This design comes from an exercise in tuning for small area on the open sky130 flow, not from production work. RTL that was checked went through simulation tests only; none was proved equivalent to the original. Power and IR drop assume default switching activity.

==> flow/design.v <==
package pprd_pkg;
    localparam int SAMPLE_W   = 18;
    localparam int RATE_W     = 21;
    localparam int POS_W      = 32;
    localparam int HYST_W     = 18;
    localparam int SPM_W      = 16;
    localparam int CFG_IDX_W  = 2;
    localparam int CFG_DATA_W = 18;
    localparam int DEPTH      = 10;
    localparam logic [HYST_W-1:0] HYST_RESET = HYST_W'(300);
    localparam logic [SPM_W-1:0]  SPM_RESET  = SPM_W'(6000);
endpackage
module pprd_ring_mem #(
    parameter int LEN = 32
) (
    input  logic aclk,
    input  logic din,
    output logic dout
);
    logic [LEN-1:0] sr;
    always_ff @(posedge aclk) begin
        sr <= {din, sr[LEN-1:1]};
    end
    assign dout = sr[0];
endmodule
module pprd_divider (
    input  logic        aclk,
    input  logic        run,       
    input  logic [4:0]  ph,        
    input  logic [15:0] spm,
    input  logic        k10,       
    input  logic        dbit,      
    output logic        qstep,     
    output logic        qbit,
    output logic        done       
);
    logic [4:0] stp;
    logic       rtap, rin, rd, cy, sg, sk, ska, inw;
    logic       d1, d2, d3;
    logic       ph0, top, inw_e, act, sbit, a, b, cin, s;
    pprd_ring_mem #(.LEN(32)) u_rem (.aclk(aclk), .din(rin), .dout(rtap));
    always_comb begin
        ph0   = (ph == 5'd0);
        top   = ((ph ^ stp) == 5'd31);
        inw_e = ph0 | inw;
        act   = run & inw_e & !sk;
        sbit  = !ph[4] & spm[ph[3:0]];
        a     = run ? rd : (k10 ? d1 : sbit);
        b     = run ? (dbit ^ !sg) : (k10 ? d3 : d1);
        cin   = ph0 ? (run & !sg) : cy;
        s     = a ^ b ^ cin;
        rin   = (!run || act) ? s : rd;
        qstep = run & top;
        qbit  = act & !s;
        done  = run & (ph == 5'd31) & (stp == 5'd0);
    end
    always_ff @(posedge aclk) begin
        rd  <= (ph == 5'd31) ? rin : rtap;
        cy  <= (a & b) | (a & cin) | (b & cin);
        d1  <= sbit;
        d2  <= d1;
        d3  <= d2;
        inw <= inw_e & !top;
        ska <= (!ph0 & ska) | (dbit & (top | !inw_e));
        if (!run) begin
            stp <= 5'd31;
            sg  <= 1'b0;
            sk  <= 1'b1;
        end else begin
            if (act && top) sg <= s;
            if (ph == 5'd31) begin
                stp <= stp - 5'd1;
                sk  <= (!ph0 & ska) | (dbit & (top | !inw_e));
            end
        end
    end
endmodule
module pulse_peak_rate_detector_core #(
    parameter int RING_DEPTH = 10
) (
    input  logic                               aclk,
    input  logic                               aresetn,
    input  logic                               s_valid,
    output logic                               s_ready,
    input  logic [pprd_pkg::SAMPLE_W-1:0]      s_sample,
    output logic                               m_valid,
    input  logic                               m_ready,
    output logic [pprd_pkg::RATE_W-1:0]        m_rate,
    output logic [1:0]                         m_event_res,
    output logic [pprd_pkg::SAMPLE_W-1:0]      m_extreme_value,
    output logic                               m_falling_phase,
    input  logic                               cfg_wr_en,
    input  logic [pprd_pkg::CFG_IDX_W-1:0]     cfg_index,
    input  logic [pprd_pkg::CFG_DATA_W-1:0]    cfg_wdata
);
    localparam int SW = pprd_pkg::SAMPLE_W;
    typedef enum logic [2:0] {
        ST_INIT,    
        ST_IDLE,    
        ST_WAIT,    
        ST_INC,     
        ST_RING,    
        ST_ONE,     
        ST_DIV
    } state_t;
    state_t                        st;
    logic [4:0]                    ph;
    logic [3:0]                    rel;
    logic [3:0]                    count;
    logic                          rising;
    logic [SW-1:0]                 ext;
    logic [pprd_pkg::HYST_W-1:0]   hyst;
    logic [pprd_pkg::SPM_W-1:0]    spm;
    logic                          evf;
    logic                          m_valid_reg;
    logic [pprd_pkg::RATE_W-2:0]   q;    
    logic                          cx, br, nz, nmx;
    logic ph0, ph31, start, samp;
    logic ix_tap, ix_in, ix_nb, cx_eff;
    logic mp_tap, mp_in;
    logic rg_tap, rg_in, wr;
    logic dl_tap, dl_in, span_f, sb;
    logic cnt5, cnt12, div_run, qstep, qbit, div_done;
    logic xb, eb, hb, db, tb, ph18;
    logic bd, ce, pass_ok, ready, newx, event_hit;
    assign ph0  = (ph == 5'd0);
    assign ph31 = (ph == 5'd31);
    assign s_ready = ready && (st == ST_IDLE) && (!m_valid_reg || m_ready);
    assign start   = s_ready && s_valid;
    assign samp    = (st == ST_INC);
    always_comb begin
        ph18 = (ph == 5'd18);
        xb   = s_sample[ph];
        eb   = ext[ph];
        hb   = hyst[ph];
        db   = eb ^ xb ^ (!ph0 & bd);
        tb   = db ^ !rising;
    end
    always_ff @(posedge aclk) begin
        bd <= (!eb & (xb | (!ph0 & bd))) | (xb & !ph0 & bd);
        ce <= (tb & !hb) | ((ph0 ? !rising : ce) & (tb | !hb));
        if (ph18) begin
            newx      <= rising ? bd : !bd;
            event_hit <= (rising ? !bd : bd) & ce;
        end
    end
    always_ff @(posedge aclk) begin
        if (!aresetn || start) begin
            ready   <= 1'b0;
            pass_ok <= 1'b0;
        end else begin
            pass_ok <= ph0 ? s_valid : pass_ok;
            if (ph18 && pass_ok) ready <= 1'b1;
        end
    end
    assign cx_eff = ph0 | cx;
    assign ix_nb  = ix_tap ^ (samp & cx_eff);
    assign ix_in  = (st != ST_INIT) & ix_nb;
    assign mp_in  = (st != ST_INIT) & ((samp & nmx) ? ix_nb : mp_tap);
    assign cnt5   = (count == 4'd5);
    assign cnt12  = (count == 4'd12);
    assign wr     = (st == ST_RING) && (rel == 4'd0);
    assign rg_in  = wr ? mp_tap : rg_tap;
    assign span_f = (wr && cnt12) || ((st == ST_ONE) && (rel == 4'd6));
    assign sb     = mp_tap ^ rg_tap ^ (!ph0 & br);
    assign dl_in  = span_f ? sb : dl_tap;
    assign div_run = (st == ST_DIV);
    always_ff @(posedge aclk) begin
        if (!aresetn) begin
            ph <= '0;
        end else begin
            ph <= ph + 5'd1;
        end
    end
    always_ff @(posedge aclk) begin
        cx <= ix_tap & cx_eff;
        br <= (!mp_tap & (rg_tap | (!ph0 & br))) | (rg_tap & !ph0 & br);
        nz <= (!ph0 & nz) | sb;
    end
    always_ff @(posedge aclk) begin
        if (!aresetn) begin
            hyst <= pprd_pkg::HYST_RESET;
            spm  <= pprd_pkg::SPM_RESET;
        end else if (cfg_wr_en) begin
            if (cfg_index == 2'd0) hyst <= cfg_wdata;
            if (cfg_index == 2'd1) spm  <= cfg_wdata[15:0];
        end
    end
    always_ff @(posedge aclk) begin
        if (!aresetn) begin
            st          <= ST_INIT;
            rel         <= '0;
            count       <= '0;
            rising      <= 1'b1;
            ext         <= '0;
            evf         <= 1'b0;
            m_valid_reg <= 1'b0;
        end else begin
            if (m_ready) m_valid_reg <= 1'b0;
            if (ph31 && !wr) rel <= (rel == 4'd9) ? 4'd0 : rel + 4'd1;
            unique case (st)
                ST_INIT: if (ph31) st <= ST_IDLE;
                ST_IDLE: if (start) begin
                    st  <= ph31 ? ST_INC : ST_WAIT;
                    evf <= event_hit;
                    nmx <= rising & newx;
                    if (newx) begin
                        ext <= s_sample;
                    end else if (event_hit) begin
                        rising <= !rising;
                    end
                    if (rising && event_hit && count != 4'd12) begin
                        count <= count + 4'd1;
                    end
                end
                ST_WAIT: if (ph31) st <= ST_INC;
                ST_INC: if (ph31) begin
                    if (evf && !rising) begin
                        st <= ST_RING;
                    end else begin
                        m_valid_reg <= 1'b1;
                        st <= ST_IDLE;
                    end
                end
                ST_RING: if (wr && ph31) begin
                    if (cnt5) begin
                        st <= ST_ONE;
                    end else if (cnt12 && (nz || sb)) begin
                        st <= ST_DIV;
                    end else begin
                        m_valid_reg <= 1'b1;
                        st <= ST_IDLE;
                    end
                end
                ST_ONE: if (span_f && ph31) begin
                    if (nz || sb) begin
                        st <= ST_DIV;
                    end else begin
                        m_valid_reg <= 1'b1;
                        st <= ST_IDLE;
                    end
                end
                ST_DIV: if (div_done) begin
                    m_valid_reg <= 1'b1;
                    st <= ST_IDLE;
                end
                default: st <= ST_IDLE;
            endcase
        end
    end
    always_ff @(posedge aclk) begin
        if (samp || qstep) begin
            q <= {q[pprd_pkg::RATE_W-3:0], qbit};
        end
    end
    assign m_valid         = m_valid_reg;
    assign m_rate          = {1'b0, q};
    assign m_event_res     = {evf & rising, evf & !rising};
    assign m_extreme_value = evf ? ext : '0;
    assign m_falling_phase = !rising;
    pprd_ring_mem #(.LEN(32)) u_ix (.aclk(aclk), .din(ix_in), .dout(ix_tap));
    pprd_ring_mem #(.LEN(32)) u_mp (.aclk(aclk), .din(mp_in), .dout(mp_tap));
    pprd_ring_mem #(.LEN(32)) u_dl (.aclk(aclk), .din(dl_in), .dout(dl_tap));
    pprd_ring_mem #(.LEN(32 * RING_DEPTH)) u_ring (.aclk(aclk), .din(rg_in), .dout(rg_tap));
    pprd_divider u_div (
        .aclk  (aclk),
        .run   (div_run),
        .ph    (ph),
        .spm   (spm),
        .k10   (!cnt5),
        .dbit  (dl_tap),
        .qstep (qstep),
        .qbit  (qbit),
        .done  (div_done)
    );
endmodule
export LEC_CHECK = 0
export CAP_MARGIN = 20
export CORE_MARGIN = 2
export CORE_UTILIZATION = 60
export CTS_BUF_LIST = sky130_fd_sc_hd__clkbuf_16
export CTS_CLUSTER_DIAMETER = 100
export CTS_CLUSTER_SIZE = 32
export SLEW_MARGIN = 20
create_clock -name core_clock -period 7.5 [get_ports {aclk}]
run.sh (not shown) runs the stock make flow with config.mk's settings and CLKGATE_MAP_FILE= SYNTH_SCRIPT=/design/flow/synth_recipe.tcl, a recipe that flattens the netlist after the stock synthesis.
Rerun with:
--- a/flow/design.v
+++ b/flow/design.v
@@ -100,9 +100,10 @@
         ST_WAIT,    
         ST_INC,     
         ST_RING,    
         ST_ONE,     
-        ST_DIV
+        ST_DIV,
+        ST_REST     
     } state_t;
     state_t                        st;
     logic [4:0]                    ph;
     logic [3:0]                    rel;
@@ -114,13 +115,14 @@
     logic                          evf;
     logic                          m_valid_reg;
     logic [pprd_pkg::RATE_W-2:0]   q;    
     logic                          cx, br, nz, nmx;
+    logic                          ext0, hdef, sdef;    
     logic ph0, ph31, start, samp;
     logic ix_tap, ix_in, ix_nb, cx_eff;
     logic mp_tap, mp_in;
     logic rg_tap, rg_in, wr;
-    logic dl_tap, dl_in, span_f, sb;
+    logic span_f, sb, rest_f;
     logic cnt5, cnt12, div_run, qstep, qbit, div_done;
     logic xb, eb, hb, db, tb, ph18;
     logic bd, ce, pass_ok, ready, newx, event_hit;
     assign ph0  = (ph == 5'd0);
@@ -130,10 +132,10 @@
     assign samp    = (st == ST_INC);
     always_comb begin
         ph18 = (ph == 5'd18);
         xb   = s_sample[ph];
-        eb   = ext[ph];
-        hb   = hyst[ph];
+        eb   = !ext0 & ext[ph];
+        hb   = hdef ? pprd_pkg::HYST_RESET[ph] : hyst[ph];
         db   = eb ^ xb ^ (!ph0 & bd);
         tb   = db ^ !rising;
     end
     always_ff @(posedge aclk) begin
@@ -155,16 +157,22 @@
     end
     assign cx_eff = ph0 | cx;
     assign ix_nb  = ix_tap ^ (samp & cx_eff);
     assign ix_in  = (st != ST_INIT) & ix_nb;
-    assign mp_in  = (st != ST_INIT) & ((samp & nmx) ? ix_nb : mp_tap);
+    always_comb begin
+        if (st == ST_INIT)    mp_in = 1'b0;
+        else if (samp && nmx) mp_in = ix_nb;
+        else if (span_f)      mp_in = sb;
+        else if (rest_f)      mp_in = rg_tap;
+        else                  mp_in = mp_tap;
+    end
     assign cnt5   = (count == 4'd5);
     assign cnt12  = (count == 4'd12);
     assign wr     = (st == ST_RING) && (rel == 4'd0);
     assign rg_in  = wr ? mp_tap : rg_tap;
     assign span_f = (wr && cnt12) || ((st == ST_ONE) && (rel == 4'd6));
     assign sb     = mp_tap ^ rg_tap ^ (!ph0 & br);
-    assign dl_in  = span_f ? sb : dl_tap;
+    assign rest_f = (st == ST_REST) && (rel == 4'd9);
     assign div_run = (st == ST_DIV);
     always_ff @(posedge aclk) begin
         if (!aresetn) begin
             ph <= '0;
@@ -178,11 +186,15 @@
         nz <= (!ph0 & nz) | sb;
     end
     always_ff @(posedge aclk) begin
         if (!aresetn) begin
-            hyst <= pprd_pkg::HYST_RESET;
-            spm  <= pprd_pkg::SPM_RESET;
+            hdef <= 1'b1;
+            sdef <= 1'b1;
         end else if (cfg_wr_en) begin
+            if (cfg_index == 2'd0) hdef <= 1'b0;
+            if (cfg_index == 2'd1) sdef <= 1'b0;
+        end
+        if (cfg_wr_en && aresetn) begin
             if (cfg_index == 2'd0) hyst <= cfg_wdata;
             if (cfg_index == 2'd1) spm  <= cfg_wdata[15:0];
         end
     end
@@ -191,9 +203,9 @@
             st          <= ST_INIT;
             rel         <= '0;
             count       <= '0;
             rising      <= 1'b1;
-            ext         <= '0;
+            ext0        <= 1'b1;
             evf         <= 1'b0;
             m_valid_reg <= 1'b0;
         end else begin
             if (m_ready) m_valid_reg <= 1'b0;
@@ -204,9 +216,9 @@
                     st  <= ph31 ? ST_INC : ST_WAIT;
                     evf <= event_hit;
                     nmx <= rising & newx;
                     if (newx) begin
-                        ext <= s_sample;
+                        ext0 <= 1'b0;
                     end else if (event_hit) begin
                         rising <= !rising;
                     end
                     if (rising && event_hit && count != 4'd12) begin
@@ -224,30 +236,31 @@
                 end
                 ST_RING: if (wr && ph31) begin
                     if (cnt5) begin
                         st <= ST_ONE;
-                    end else if (cnt12 && (nz || sb)) begin
-                        st <= ST_DIV;
+                    end else if (cnt12) begin
+                        st <= (nz || sb) ? ST_DIV : ST_REST;
                     end else begin
                         m_valid_reg <= 1'b1;
                         st <= ST_IDLE;
                     end
                 end
                 ST_ONE: if (span_f && ph31) begin
-                    if (nz || sb) begin
-                        st <= ST_DIV;
-                    end else begin
-                        m_valid_reg <= 1'b1;
-                        st <= ST_IDLE;
-                    end
+                    st <= (nz || sb) ? ST_DIV : ST_REST;
                 end
                 ST_DIV: if (div_done) begin
+                    st <= ST_REST;
+                end
+                ST_REST: if (rest_f && ph31) begin
                     m_valid_reg <= 1'b1;
                     st <= ST_IDLE;
                 end
                 default: st <= ST_IDLE;
             endcase
         end
+    end
+    always_ff @(posedge aclk) begin
+        if (start && newx) ext <= s_sample;
     end
     always_ff @(posedge aclk) begin
         if (samp || qstep) begin
             q <= {q[pprd_pkg::RATE_W-3:0], qbit};
@@ -259,17 +272,16 @@
     assign m_extreme_value = evf ? ext : '0;
     assign m_falling_phase = !rising;
     pprd_ring_mem #(.LEN(32)) u_ix (.aclk(aclk), .din(ix_in), .dout(ix_tap));
     pprd_ring_mem #(.LEN(32)) u_mp (.aclk(aclk), .din(mp_in), .dout(mp_tap));
-    pprd_ring_mem #(.LEN(32)) u_dl (.aclk(aclk), .din(dl_in), .dout(dl_tap));
     pprd_ring_mem #(.LEN(32 * RING_DEPTH)) u_ring (.aclk(aclk), .din(rg_in), .dout(rg_tap));
     pprd_divider u_div (
         .aclk  (aclk),
         .run   (div_run),
         .ph    (ph),
-        .spm   (spm),
+        .spm   (sdef ? pprd_pkg::SPM_RESET : spm),
         .k10   (!cnt5),
-        .dbit  (dl_tap),
+        .dbit  (mp_tap),
         .qstep (qstep),
         .qbit  (qbit),
         .done  (div_done)
     );
Utilization rose by 0.74 points.
Combinational power stays flat.
Wire length fell by 4.1%.
Final area fell by 5.3%.
Synthesized cell count fell by 16%.
No functional check of the RTL was part of the first run of this note.

==> re-timing with driven ports <==
The flow's constraints put no driver on any port. The routed layouts listed below were extracted and timed again, unchanged, in two steps. Step 1, drivers: a clkbuf_16 drives aclk and a buf_2 each remaining input, both assumed. Step 2 also shifts input and output timing later by t, the mid clock arrival at the registers, as if the neighbouring blocks saw the same clock. Slacks: ideal ports / drivers / drivers and shift; pairs: ideal ports / drivers.
| run | shift t [ns] | setup WS [ns] | hold WS [ns] | slew at the worst register clock pin (ns) | cell pins on the clock port's net |
|---|---|---|---|---|---|
| the first run | 0.581 | 2.899 / 2.867 / 2.867 | 0.324 / 0.324 / 0.324 | 0.12 / 0.12 | 1 |
| the second run | 0.583 | 3.189 / 3.161 / 3.161 | 0.330 / 0.330 / 0.330 | 0.12 / 0.12 | 1 |
After both steps setup and hold are still met in every run listed. For the first run, which loses most, drivers alone change the setup slack by -0.032 ns; drivers and shift together by -0.032 ns.
